This design comes from an exercise in tuning for small area, a short achievable clock period and few clock cycles per item on the open sky130 flow, not from production work. No activity file was given, so power comes from the tool's default toggle rates.

==> job 1157: inputs <==
// dsp_slice_top
module dsp_slice_top (
    input  logic                 w_CLK,
    input  logic                 RSTALLCARRYIN,
    input  logic                 wb_cyc,
    input  logic                 wb_stb,
    input  logic [103:0]         wb_op,
    output logic                 wb_ack,
    output logic                 res_valid,
    output logic [52:0]          res,
    input  logic                 res_ready
);
    logic [103:0] in_op;
    logic [29:0] a;
    logic [17:0] b;
    logic [47:0] c;
    logic [1:0]  x_sel, y_sel, z_sel;
    logic        sub, cin;
    assign a     = in_op[103:74];
    assign b     = in_op[73:56];
    assign c     = in_op[55:8];
    assign x_sel = in_op[7:6];
    assign y_sel = in_op[5:4];
    assign z_sel = in_op[3:2];
    assign sub   = in_op[1];
    assign cin   = in_op[0];
    logic [26:0] am;
    assign am = a[26:0];
    logic x_mult, x_ab, x_p, y_c, y_ones, z_p, z_c, z_sh;
    assign x_mult = (x_sel == 2'd1);
    assign x_p    = (x_sel == 2'd2);
    assign x_ab   = (x_sel == 2'd3);
    assign y_c    = (y_sel == 2'd1);
    assign y_ones = (y_sel == 2'd2);
    assign z_p    = (z_sel == 2'd1);
    assign z_c    = (z_sel == 2'd2);
    assign z_sh   = (z_sel == 2'd3);
    logic neg_m, x_neg, k0, k48;
    assign neg_m = x_mult & (|am) & (|b) & (am[26] ^ b[17]);
    assign x_neg = sub & (x_ab | x_p);
    assign k0    = cin ^ sub;
    assign k48   = sub ? ~(neg_m | x_neg) : neg_m;
    logic [47:0] ab, xab, yrow, zrow;
    assign ab = {a, b};
    for (genvar g = 0; g < 6; g++) begin : g_x
        dsp_xg u_xg (.x_sel(x_sel), .sub(sub), .ab(ab[8*g +: 8]), .x(xab[8*g +: 8]));
    end
    assign yrow = ({48{y_c}} & c | {48{y_ones}}) ^ {48{sub}};
    assign zrow = {48{z_c}} & c;
    logic sa_valid, sa_free, s1_valid, s1_adv, s1_free, accept;
    assign s1_adv  = s1_valid & (~res_valid | res_ready);
    assign s1_free = ~s1_valid | ~res_valid | res_ready;
    assign sa_free = ~sa_valid | s1_free;
    assign accept  = wb_cyc & wb_stb & sa_free;
    assign wb_ack  = accept;
    always_ff @(posedge w_CLK) begin
        if (RSTALLCARRYIN) begin
            sa_valid <= 1'b0;
            s1_valid <= 1'b0;
        end else begin
            if (sa_free) sa_valid <= accept;
            if (s1_free) s1_valid <= sa_valid;
        end
    end
    always_ff @(posedge w_CLK) begin
        if (sa_free) begin
            in_op <= wb_op;
        end
    end
  ...
Settings: LEC_CHECK=0, CAP_MARGIN=20, CORE_MARGIN=2, CORE_UTILIZATION=40, SETUP_SLACK_MARGIN=2.0, SLEW_MARGIN=20, SYNTH_HIERARCHICAL=1, SYNTH_MINIMUM_KEEP_SIZE=0; clock period 7.5 ns.
standard.sh (not shown) runs the stock make flow with config.mk's settings and CLKGATE_MAP_FILE= SYNTH_SCRIPT=/design/flow/synth_recipe.tcl, a recipe that flattens the netlist after the stock synthesis.
==> flow/flow/run.sh <==
#!/bin/bash
# The standard layout (standard.sh: the ORFS flow and synthesis), with
# the port buffers made of plain buffers instead of ORFS's default pick.
set -euo pipefail
export BUFFER_PORTS_ARGS="-buffer_cell sky130_fd_sc_hd__buf_2"
bash standard.sh > standard.log 2>&1
==> inputs of job 4117, as changes to job 1157 <==
--- a/flow/design.v
+++ b/flow/design.v
@@ -107,28 +107,27 @@
     input  logic                 wb_stb,
     input  logic [103:0]         wb_op,
     output logic                 wb_ack,
     output logic                 res_valid,
     output logic [52:0]          res,
     input  logic                 res_ready
 );
-    logic [103:0] in_op;
     logic [29:0] a;
     logic [17:0] b;
     logic [47:0] c;
     logic [1:0]  x_sel, y_sel, z_sel;
     logic        sub, cin;
-    assign a     = in_op[103:74];
-    assign b     = in_op[73:56];
-    assign c     = in_op[55:8];
-    assign x_sel = in_op[7:6];
-    assign y_sel = in_op[5:4];
-    assign z_sel = in_op[3:2];
-    assign sub   = in_op[1];
-    assign cin   = in_op[0];
+    assign a     = wb_op[103:74];
+    assign b     = wb_op[73:56];
+    assign c     = wb_op[55:8];
+    assign x_sel = wb_op[7:6];
+    assign y_sel = wb_op[5:4];
+    assign z_sel = wb_op[3:2];
+    assign sub   = wb_op[1];
+    assign cin   = wb_op[0];
     logic [26:0] am;
     assign am = a[26:0];
     logic x_mult, x_ab, x_p, y_c, y_ones, z_p, z_c, z_sh;
     assign x_mult = (x_sel == 2'd1);
     assign x_p    = (x_sel == 2'd2);
     assign x_ab   = (x_sel == 2'd3);
     assign y_c    = (y_sel == 2'd1);
@@ -144,32 +143,33 @@
     logic [47:0] ab, xab, yrow, zrow;
     assign ab = {a, b};
     for (genvar g = 0; g < 6; g++) begin : g_x
         dsp_xg u_xg (.x_sel(x_sel), .sub(sub), .ab(ab[8*g +: 8]), .x(xab[8*g +: 8]));
     end
     assign yrow = ({48{y_c}} & c | {48{y_ones}}) ^ {48{sub}};
     assign zrow = {48{z_c}} & c;
-    logic sa_valid, sa_free, s1_valid, s1_adv, s1_free, accept;
+    logic first_q, pz;
+    always_ff @(posedge w_CLK) begin
+        if (RSTALLCARRYIN) begin
+            first_q <= 1'b1;
+        end else if (accept) begin
+            first_q <= 1'b0;
+        end
+    end
+    assign pz = first_q;
+    logic s1_valid, s1_adv, s1_free, accept;
     assign s1_adv  = s1_valid & (~res_valid | res_ready);
     assign s1_free = ~s1_valid | ~res_valid | res_ready;
-    assign sa_free = ~sa_valid | s1_free;
-    assign accept  = wb_cyc & wb_stb & sa_free;
+    assign accept  = wb_cyc & wb_stb & s1_free;
     assign wb_ack  = accept;
     always_ff @(posedge w_CLK) begin
         if (RSTALLCARRYIN) begin
-            sa_valid <= 1'b0;
             s1_valid <= 1'b0;
-        end else begin
-            if (sa_free) sa_valid <= accept;
-            if (s1_free) s1_valid <= sa_valid;
-        end
-    end
-    always_ff @(posedge w_CLK) begin
-        if (sa_free) begin
-            in_op <= wb_op;
+        end else if (s1_free) begin
+            s1_valid <= accept;
         end
     end
     logic bo0;
     logic bt0;
     logic bn0;
     logic pp1;
     logic pm2;
@@ -1442,15 +1442,15 @@
     dsp_fa u_s715 (.a(ps248), .b(pm300), .ci(pp246), .s(s715), .co(c716));
     dsp_ha u_s717 (.a(xab[43]), .b(ps304), .s(s717), .co(c718));
     assign s719 = ~sub;
     logic [49:0] r0, q0;
     assign r0 = {s719, xab[47], xab[46], xab[45], xab[44], s314, pm302, s313, s715, s713, s711, s709, c706, s705, s703, c700, c698, c696, c694, s693, c690, c688, c686, c684, c682, c680, c678, c676, c674, c672, c670, c668, c666, c664, c662, c660, c658, c656, c654, c652, c650, c648, c646, c644, c642, c640, s639, c636, c634, pm2};
     logic [49:0] r1, q1;
     assign r1 = {k48, s318, s317, s316, s315, c718, s717, c716, c714, c712, c710, c708, s707, c704, c702, s701, s699, s697, s695, c692, s691, s689, s687, s685, s683, s681, s679, s677, s675, s673, s671, s669, s667, s665, s663, s661, s659, s657, s655, s653, s651, s649, s647, s645, s643, s641, c638, s637, s635, s633};
-    logic q_xp, q_zp, q_zsh, q_sub;
+    logic q_xp, q_xo, q_zp, q_zsh, q_sub, q_pz;
     logic q_yc, q_yo, q_zc, q_n8;
     logic [47:0] q_c;
     always_ff @(posedge w_CLK) begin
         if (s1_free) begin
             q0[0] <= r0[0];
             q0[1] <= r0[1];
             q0[2] <= r0[2];
@@ -1547,32 +1547,34 @@
             q1[43] <= r1[43];
             q1[44] <= r1[44];
             q1[45] <= r1[45];
             q1[46] <= r1[46];
             q1[47] <= r1[47];
             q1[48] <= r1[48];
             q1[49] <= r1[49];
-            q_xp  <= x_p;
-            q_zp  <= z_p;
-            q_zsh <= z_sh;
+            q_xp  <= x_p & ~pz;
+            q_xo  <= x_p & pz & sub;
+            q_pz  <= pz;
+            q_zp  <= z_p & ~pz;
+            q_zsh <= z_sh & ~pz;
             q_sub <= sub;
             q_yc  <= y_c;
             q_yo  <= y_ones;
             q_zc  <= z_c;
             q_n8  <= bn8;
             q_c   <= c;
         end
     end
     logic [47:0] p_q, p_sh, xprow, zprow;
-    logic        co_q, pdp_q, pbdp_q, p_clr;
+    logic        co_q, pdp_q, pbdp_q;
     assign p_sh  = {{17{p_q[47]}}, p_q[47:17]};
     logic [47:0] yprow;
-    assign xprow = {48{q_xp & ~p_clr}} & (p_q ^ {48{q_sub}}) | {48{q_xp & p_clr & q_sub}} | {31'd0, q_n8, 16'd0};
+    assign xprow = {48{q_xp}} & (p_q ^ {48{q_sub}}) | {48{q_xo}} | {31'd0, q_n8, 16'd0};
     assign yprow = ({48{q_yc}} & q_c | {48{q_yo}}) ^ {48{q_sub}};
-    assign zprow = {48{q_zc}} & q_c | {48{q_zp & ~p_clr}} & p_q | {48{q_zsh & ~p_clr}} & p_sh;
+    assign zprow = {48{q_zc}} & q_c | {48{q_zp}} & p_q | {48{q_zsh}} & p_sh;
     logic s720;
     logic c721;
     logic s722;
     logic c723;
     logic s724;
     logic c725;
     logic s726;
@@ -2013,28 +2015,26 @@
     logic [49:0] u0, u1, t;
     assign u0 = {s1012, s1010, c1007, c1005, c1003, c1001, c999, c997, c995, c993, c991, c989, c987, c985, c983, c981, c979, c977, c975, c973, c971, c969, c967, c965, c963, c961, c959, c957, c955, c953, c951, c949, c947, c945, c943, c941, c939, c937, c935, c933, c931, c929, c927, c925, c923, c921, c919, c917, c915, s816};
     assign u1 = {c1011, c1009, s1008, s1006, s1004, s1002, s1000, s998, s996, s994, s992, s990, s988, s986, s984, s982, s980, s978, s976, s974, s972, s970, s968, s966, s964, s962, s960, s958, s956, s954, s952, s950, s948, s946, s944, s942, s940, s938, s936, s934, s932, s930, s928, s926, s924, s922, s920, s918, s916, s914};
     assign t  = u0 + u1;
     always_ff @(posedge w_CLK) begin
         if (RSTALLCARRYIN) begin
             res_valid <= 1'b0;
-            p_clr     <= 1'b1;
         end else if (s1_adv) begin
             res_valid <= 1'b1;
-            p_clr     <= 1'b0;
         end else if (res_ready) begin
             res_valid <= 1'b0;
         end
     end
     always_ff @(posedge w_CLK) begin
         if (s1_adv) begin
             p_q    <= t[47:0];
             co_q   <= q_sub ? ~t[49] : t[48];
-            pdp_q  <= ~p_clr & ~p_q[47] & ~p_q[46];
-            pbdp_q <= ~p_clr & p_q[47] & p_q[46];
+            pdp_q  <= ~q_pz & ~p_q[47] & ~p_q[46];
+            pbdp_q <= ~q_pz & p_q[47] & p_q[46];
         end
     end
     logic pd, pbd, nodet;
     assign pd    = ~p_q[47] & ~p_q[46];
     assign pbd   = p_q[47] & p_q[46];
     assign nodet = p_q[47] ^ p_q[46];
     assign res   = {p_q, co_q, pd, pbd, pdp_q & nodet, pbdp_q & nodet};
Settings changed: SETUP_SLACK_MARGIN 2.0 to 2.5.
==> summary of the runs <==
In job 4117 the synthesized cell count is lower than in job 1157, by 6.7%.
Sequential power: job 4117 is smaller than job 1157 (about 16%).
Non-clock buffer count: job 4117 is higher than job 1157 (84).
Against job 4117, the flip-flop and latch count of job 1157 is higher by 103.
Between job 1157 and job 4117, the lower first-iteration DRC count is in job 4117 (gap about 8%, measured against job 4117).
No run of this note included a check of the RTL's function; only the layout flow was run.

separate check: timing with driven ports:
In the flow no input, the clock included, has a driving cell. The finished layouts below were timed again as built, in two steps. Step 1 sets driving cells, clkbuf_16 on the clock port and buf_2 on the other inputs (assumed; they add their load-dependent delay and slew). Step 2, shift: input delay + t, output delay - t, t = (earliest + latest rising clock arrival at the registers) / 2. This alone moves slack from input paths to output paths. a / b / c = ideal / step 1 / step 2; a / b = the first two.
run	t (ns)	slack for setup (ns)	worst setup path at the end	pins driven straight from the clock port
job 1157	0.620	2.170 / 2.170 / 2.170	register to register	1
job 4117	0.573	2.356 / 2.356 / 2.028	input to register	1
After both steps every run listed still meets setup and hold. For job 4117, which loses most, drivers alone change the setup slack by 0.000 ns; drivers and shift together by -0.328 ns.
